From an optimization exercise on the open Yosys and OpenROAD flow, aimed at small area, a short achievable clock period and few clock cycles per item; shortcuts taken in it are not production practice.
The RTL was checked by simulation tests, not by an equivalence proof against the original design.
The clock port is modelled as an ideal driver; clocking choices that lean on that would not hold on a real chip.
Power and IR drop assume default switching activity.

==> module simple_dma, before the edit <==
module simple_dma
(
  input  wire logic      Bus2IP_Clk,
  input  wire logic      rst,
  input  mst_pkg::mst_data_t      bus2ip_data,
  input  dma_pkg::dma_ce_t        bus2ip_wrce,
  input  dma_pkg::dma_ce_t        bus2ip_rdce,
  output mst_pkg::mst_data_t      ip2bus_data,
  output logic           ip2bus_wrack,
  output logic           ip2bus_rdack,
  input  wire logic      bus2ip_mst_cmdack,
  input  wire logic      bus2ip_mst_cmplt,
  input  mst_pkg::mst_data_t      bus2ip_mstrd_d,
  input  wire logic      bus2ip_mstrd_src_rdy_n,
  input  wire logic      bus2ip_mstwr_dst_rdy_n,
  output logic           ip2bus_mstrd_req,
  output logic           ip2bus_mstwr_req,
  output dma_pkg::dma_addr_t      ip2bus_mst_addr,
  output mst_pkg::mst_data_t      ip2bus_mstwr_d
);
  dma_pkg::dma_cfg_t cfg;
  logic     key;
  logic     busy_q;
  logic     status_q;
  logic     rdreq_q;
  logic     wrreq_q;
  dma_pkg::dma_addr_t addr_q;
  dma_pkg::dma_addr_t next_q;
  logic [32-3:0] words_nq;
  logic     part_q;
  mst_pkg::mst_data_t data_q;
  logic     start;
  logic     rd_cmplt;
  logic     wr_cmplt;
  logic     accept;
  logic     none_left;
  dma_regs u_regs (
    .Bus2IP_Clk(Bus2IP_Clk), .rst(rst),
    .bus2ip_data(bus2ip_data), .bus2ip_wrce(bus2ip_wrce), .bus2ip_rdce(bus2ip_rdce),
    .busy(status_q), .ip2bus_data(ip2bus_data),
    .ip2bus_wrack(ip2bus_wrack), .ip2bus_rdack(ip2bus_rdack),
    .cfg(cfg), .key(key)
  );
  assign start     = key && !busy_q && (cfg.len != '0);
  assign rd_cmplt  = !bus2ip_mstrd_src_rdy_n;
  assign wr_cmplt  = !bus2ip_mstwr_dst_rdy_n;
  assign accept    = bus2ip_mst_cmdack || bus2ip_mst_cmplt;
  assign none_left = words_low_q[3] && (&words_nq[32-3:24]) && !part_q;
  always_ff @(posedge Bus2IP_Clk)
  begin
    if (rst)
    begin
      busy_q  <= 1'b0;
      status_q <= 1'b0;
      rdreq_q <= 1'b0;
      wrreq_q <= 1'b0;
    end
    else
    begin
      busy_q  <= start || (busy_q && !(wr_cmplt && none_left));
      status_q <= start || (status_q && !(wr_cmplt && none_left));
      rdreq_q <= start || (rdreq_q && !accept) || (busy_q && wr_cmplt && !none_left);
      wrreq_q <= (wrreq_q && !accept) || (busy_q && rd_cmplt);
    end
  end
  logic                   words_dec;
  logic [32-3:0] words_carry;
  assign words_dec = busy_q && rd_cmplt && !part_q;
  logic [3:1] words_low_q;
  always_ff @(posedge Bus2IP_Clk)
  begin
    words_low_q[1] <= &words_nq[7:0];
    words_low_q[2] <= &words_nq[15:0];
    words_low_q[3] <= &words_nq[23:0];
  end
  always_comb
  begin
    for (int i = 0; i < 32-2; i++)
    begin
      words_carry[i] = words_dec;
      if (i >= 8)
        words_carry[i] = words_carry[i] && words_low_q[i/8];
      for (int k = 8*(i/8); k < i; k++)
        words_carry[i] = words_carry[i] && words_nq[k];
    end
  end
  always_ff @(posedge Bus2IP_Clk)
  begin
    for (int i = 0; i < 32-2; i++)
      if (!busy_q || words_carry[i])
        words_nq[i] <= busy_q ? !words_nq[i] : !cfg.len[i+2];
    if (!busy_q)
      part_q <= |cfg.len[1:0];
    else if (rd_cmplt)
      part_q <= 1'b0;
  end
  logic     addr_load;
  logic     addr_step;
  logic     addr_hold;
  assign addr_load = !busy_q;
  assign addr_step = busy_q && bus2ip_mst_cmplt;
  assign addr_hold = busy_q && !bus2ip_mst_cmplt;
  always_ff @(posedge Bus2IP_Clk)
  begin
    addr_q <= ({32{addr_load}} & cfg.src)
            | ({32{addr_step}} & next_q)
            | ({32{addr_hold}} & addr_q);
    next_q <= ({32{addr_load}} & cfg.dst)
            | ({32{addr_step}} & (addr_q + dma_pkg::dma_addr_t'(4)))
            | ({32{addr_hold}} & next_q);
  end
  always_ff @(posedge Bus2IP_Clk)
  begin
    if (rd_cmplt)
      data_q <= bus2ip_mstrd_d;
  end
  assign ip2bus_mstrd_req = rdreq_q;
  assign ip2bus_mstwr_req = wrreq_q;
  assign ip2bus_mst_addr  = addr_q;
  assign ip2bus_mstwr_d   = data_q;
endmodule
==> flow/config.mk <==
export PLATFORM = sky130hd
export DESIGN_NAME = simple_dma
export DESIGN_NICKNAME = simple_dma
export VERILOG_FILES = /design/flow/design.v
export SDC_FILE = /design/flow/constraint.sdc
export NUM_CORES = 4
export LEC_CHECK = 0
export ABC_CLOCK_PERIOD_IN_PS = 2000
export CAP_MARGIN = 20
export CORE_MARGIN = 2
export CORE_UTILIZATION = 72
export CTS_CLUSTER_DIAMETER = 70
export CTS_CLUSTER_SIZE = 25
export PLACE_DENSITY = 0.8
export SETUP_SLACK_MARGIN = 2.3
export SLEW_MARGIN = 20
==> flow/constraint.sdc <==
create_clock -name core_clock -period 5.0 [get_ports {Bus2IP_Clk}]
set_input_delay 1.0000 -clock core_clock [delete_from_list [all_inputs] [get_ports {Bus2IP_Clk}]]
set_output_delay 1.0000 -clock core_clock [all_outputs]
set_load 0.01 [all_outputs]
standard.sh (not shown) runs the stock make flow with config.mk's settings and CLKGATE_MAP_FILE= SYNTH_SCRIPT=/design/flow/synth_recipe.tcl, a recipe that flattens the netlist after the stock synthesis.
==> flow/flow/run.sh <==
#!/bin/bash
# The standard flow (standard.sh) with these changes:
#  - synthesis maps combinational logic with flow/abc_map.script (see flow/synth.tcl);
#  - the port buffers are sky130_fd_sc_hd__buf_1 cells (the standard flow picks delay cells);
#  - a few slow combinational cells are added to the platform's don't-use list,
#    for synthesis and layout alike.
# Registers are mapped exactly as in the standard synthesis.
set -euo pipefail
W=$(pwd)
export BUFFER_PORTS_ARGS="-buffer_cell sky130_fd_sc_hd__buf_1"
export MY_ABC_SCRIPT=$W/flow/abc_map.script
export FLOW_SYNTH_TCL=$W/synth_recipe.tcl
# optional ORFS step hooks: flow/pre_resize.tcl and flow/pre_cts.tcl
if [[ -f $W/flow/pre_resize.tcl ]]; then export PRE_RESIZE_TCL=$W/flow/pre_resize.tcl; fi
if [[ -f $W/flow/pre_cts.tcl ]]; then export PRE_CTS_TCL=$W/flow/pre_cts.tcl; fi
DU="sky130_fd_sc_hd__probe_p_8 sky130_fd_sc_hd__probec_p_8 sky130_fd_sc_hd__lpflow_bleeder_1 sky130_fd_sc_hd__lpflow_clkbufkapwr_1 sky130_fd_sc_hd__lpflow_clkbufkapwr_16 sky130_fd_sc_hd__lpflow_clkbufkapwr_2 sky130_fd_sc_hd__lpflow_clkbufkapwr_4 sky130_fd_sc_hd__lpflow_clkbufkapwr_8 sky130_fd_sc_hd__lpflow_clkinvkapwr_1 sky130_fd_sc_hd__lpflow_clkinvkapwr_16 sky130_fd_sc_hd__lpflow_clkinvkapwr_2 sky130_fd_sc_hd__lpflow_clkinvkapwr_4 sky130_fd_sc_hd__lpflow_clkinvkapwr_8 sky130_fd_sc_hd__lpflow_decapkapwr_12 sky130_fd_sc_hd__lpflow_decapkapwr_3 sky130_fd_sc_hd__lpflow_decapkapwr_4 sky130_fd_sc_hd__lpflow_decapkapwr_6 sky130_fd_sc_hd__lpflow_decapkapwr_8 sky130_fd_sc_hd__lpflow_inputiso0n_1 sky130_fd_sc_hd__lpflow_inputiso0p_1 sky130_fd_sc_hd__lpflow_inputiso1n_1 sky130_fd_sc_hd__lpflow_inputiso1p_1 sky130_fd_sc_hd__lpflow_inputisolatch_1 sky130_fd_sc_hd__lpflow_isobufsrc_1 sky130_fd_sc_hd__lpflow_isobufsrc_16 sky130_fd_sc_hd__lpflow_isobufsrc_2 sky130_fd_sc_hd__lpflow_isobufsrc_4 sky130_fd_sc_hd__lpflow_isobufsrc_8 sky130_fd_sc_hd__lpflow_isobufsrckapwr_16 sky130_fd_sc_hd__lpflow_lsbuf_lh_hl_isowell_tap_1 sky130_fd_sc_hd__lpflow_lsbuf_lh_hl_isowell_tap_2 sky130_fd_sc_hd__lpflow_lsbuf_lh_hl_isowell_tap_4 sky130_fd_sc_hd__lpflow_lsbuf_lh_isowell_4 sky130_fd_sc_hd__lpflow_lsbuf_lh_isowell_tap_1 sky130_fd_sc_hd__lpflow_lsbuf_lh_isowell_tap_2 sky130_fd_sc_hd__lpflow_lsbuf_lh_isowell_tap_4 sky130_fd_sc_hd__a222oi_1 sky130_fd_sc_hd__or4_1 sky130_fd_sc_hd__or4_2 sky130_fd_sc_hd__or4_4 sky130_fd_sc_hd__nor4_1 sky130_fd_sc_hd__nor4_2 sky130_fd_sc_hd__nor4_4 sky130_fd_sc_hd__or4b_1 sky130_fd_sc_hd__or4b_2 sky130_fd_sc_hd__or4b_4 sky130_fd_sc_hd__or4bb_1 sky130_fd_sc_hd__or4bb_2 sky130_fd_sc_hd__or4bb_4 sky130_fd_sc_hd__nor4b_1 sky130_fd_sc_hd__nor4b_2 sky130_fd_sc_hd__nor4b_4 sky130_fd_sc_hd__nor4bb_1 sky130_fd_sc_hd__nor4bb_2 sky130_fd_sc_hd__nor4bb_4"
bash standard.sh "DONT_USE_CELLS=$DU" SYNTH_SCRIPT=$W/flow/synth.tcl synth > synth.log 2>&1
bash standard.sh "DONT_USE_CELLS=$DU" SYNTH_SCRIPT=$W/flow/synth.tcl  finish > layout.log 2>&1
Other scripts of this flow, unchanged in this note and not shown: flow/flow/abc_map.script, flow/flow/pre_cts.tcl, flow/flow/pre_resize.tcl, flow/flow/synth.tcl
Testbench counts at the start, summed over its fixed seeds: cycles 59,953, words 6,547.
Then changed:
--- a/flow/design.v
+++ b/flow/design.v
@@ -97,4 +97,5 @@
   logic [32-3:0] words_nq;
   logic     part_q;
+  logic [3:1] words_low_q;
   mst_pkg::mst_data_t data_q;
   logic     start;
@@ -119,15 +120,15 @@
     if (rst)
     begin
-      busy_q  <= 1'b0;
+      busy_q   <= 1'b0;
       status_q <= 1'b0;
-      rdreq_q <= 1'b0;
-      wrreq_q <= 1'b0;
+      rdreq_q  <= 1'b0;
+      wrreq_q  <= 1'b0;
     end
     else
     begin
-      busy_q  <= start || (busy_q && !(wr_cmplt && none_left));
+      busy_q   <= start || (busy_q && !(wr_cmplt && none_left));
       status_q <= start || (status_q && !(wr_cmplt && none_left));
-      rdreq_q <= start || (rdreq_q && !accept) || (busy_q && wr_cmplt && !none_left);
-      wrreq_q <= (wrreq_q && !accept) || (busy_q && rd_cmplt);
+      rdreq_q  <= start || (rdreq_q && !accept) || (busy_q && wr_cmplt && !none_left);
+      wrreq_q  <= (wrreq_q && !accept) || (busy_q && rd_cmplt);
     end
   end
@@ -135,5 +136,4 @@
   logic [32-3:0] words_carry;
   assign words_dec = busy_q && rd_cmplt && !part_q;
-  logic [3:1] words_low_q;
   always_ff @(posedge Bus2IP_Clk)
   begin
Global-route usage stays the same.
Synthesized cell count is unchanged.
Cell area does not change.
Total power stays the same.
Final cell count stays the same.
Clock-buffer cell count is unchanged.
Register-to-register slack is about the same.
Hold slack does not change.
Routed wire length is unchanged.
Worst setup slack stays the same.
Clock skew does not change.
Synthesized area is unchanged.
Testbench counts after the change, summed over its fixed seeds: cycles 59,953, words 6,547.

## static timing again, ports no longer ideal
In the flow no input, the clock included, has a driving cell. The finished layouts below were timed again as built, in two steps. Step 1 (the two cells are an assumption about what drives the block):
set clk [get_ports {Bus2IP_Clk}]
set_driving_cell -lib_cell sky130_fd_sc_hd__clkbuf_16 $clk
set_driving_cell -lib_cell sky130_fd_sc_hd__buf_2 [delete_from_list [all_inputs] $clk]
Step 2 adds t to the input delays and takes it off the output delays; t is the mean of the earliest and latest rising clock arrival at the registers after step 1. Input paths then give back, and output paths get back, about the clock's delay inside the block. Three values: no drivers, after step 1, after step 2; two values: the first two.
run | shift t [ns] | setup slack, ns | slew at the worst register clock pin (ns)
the first run | 0.500 | 2.328 / 2.260 / 1.938 | 0.10 / 0.10
the second run | 0.500 | 2.328 / 2.260 / 1.938 | 0.10 / 0.10
After both steps every run listed still meets setup and hold.
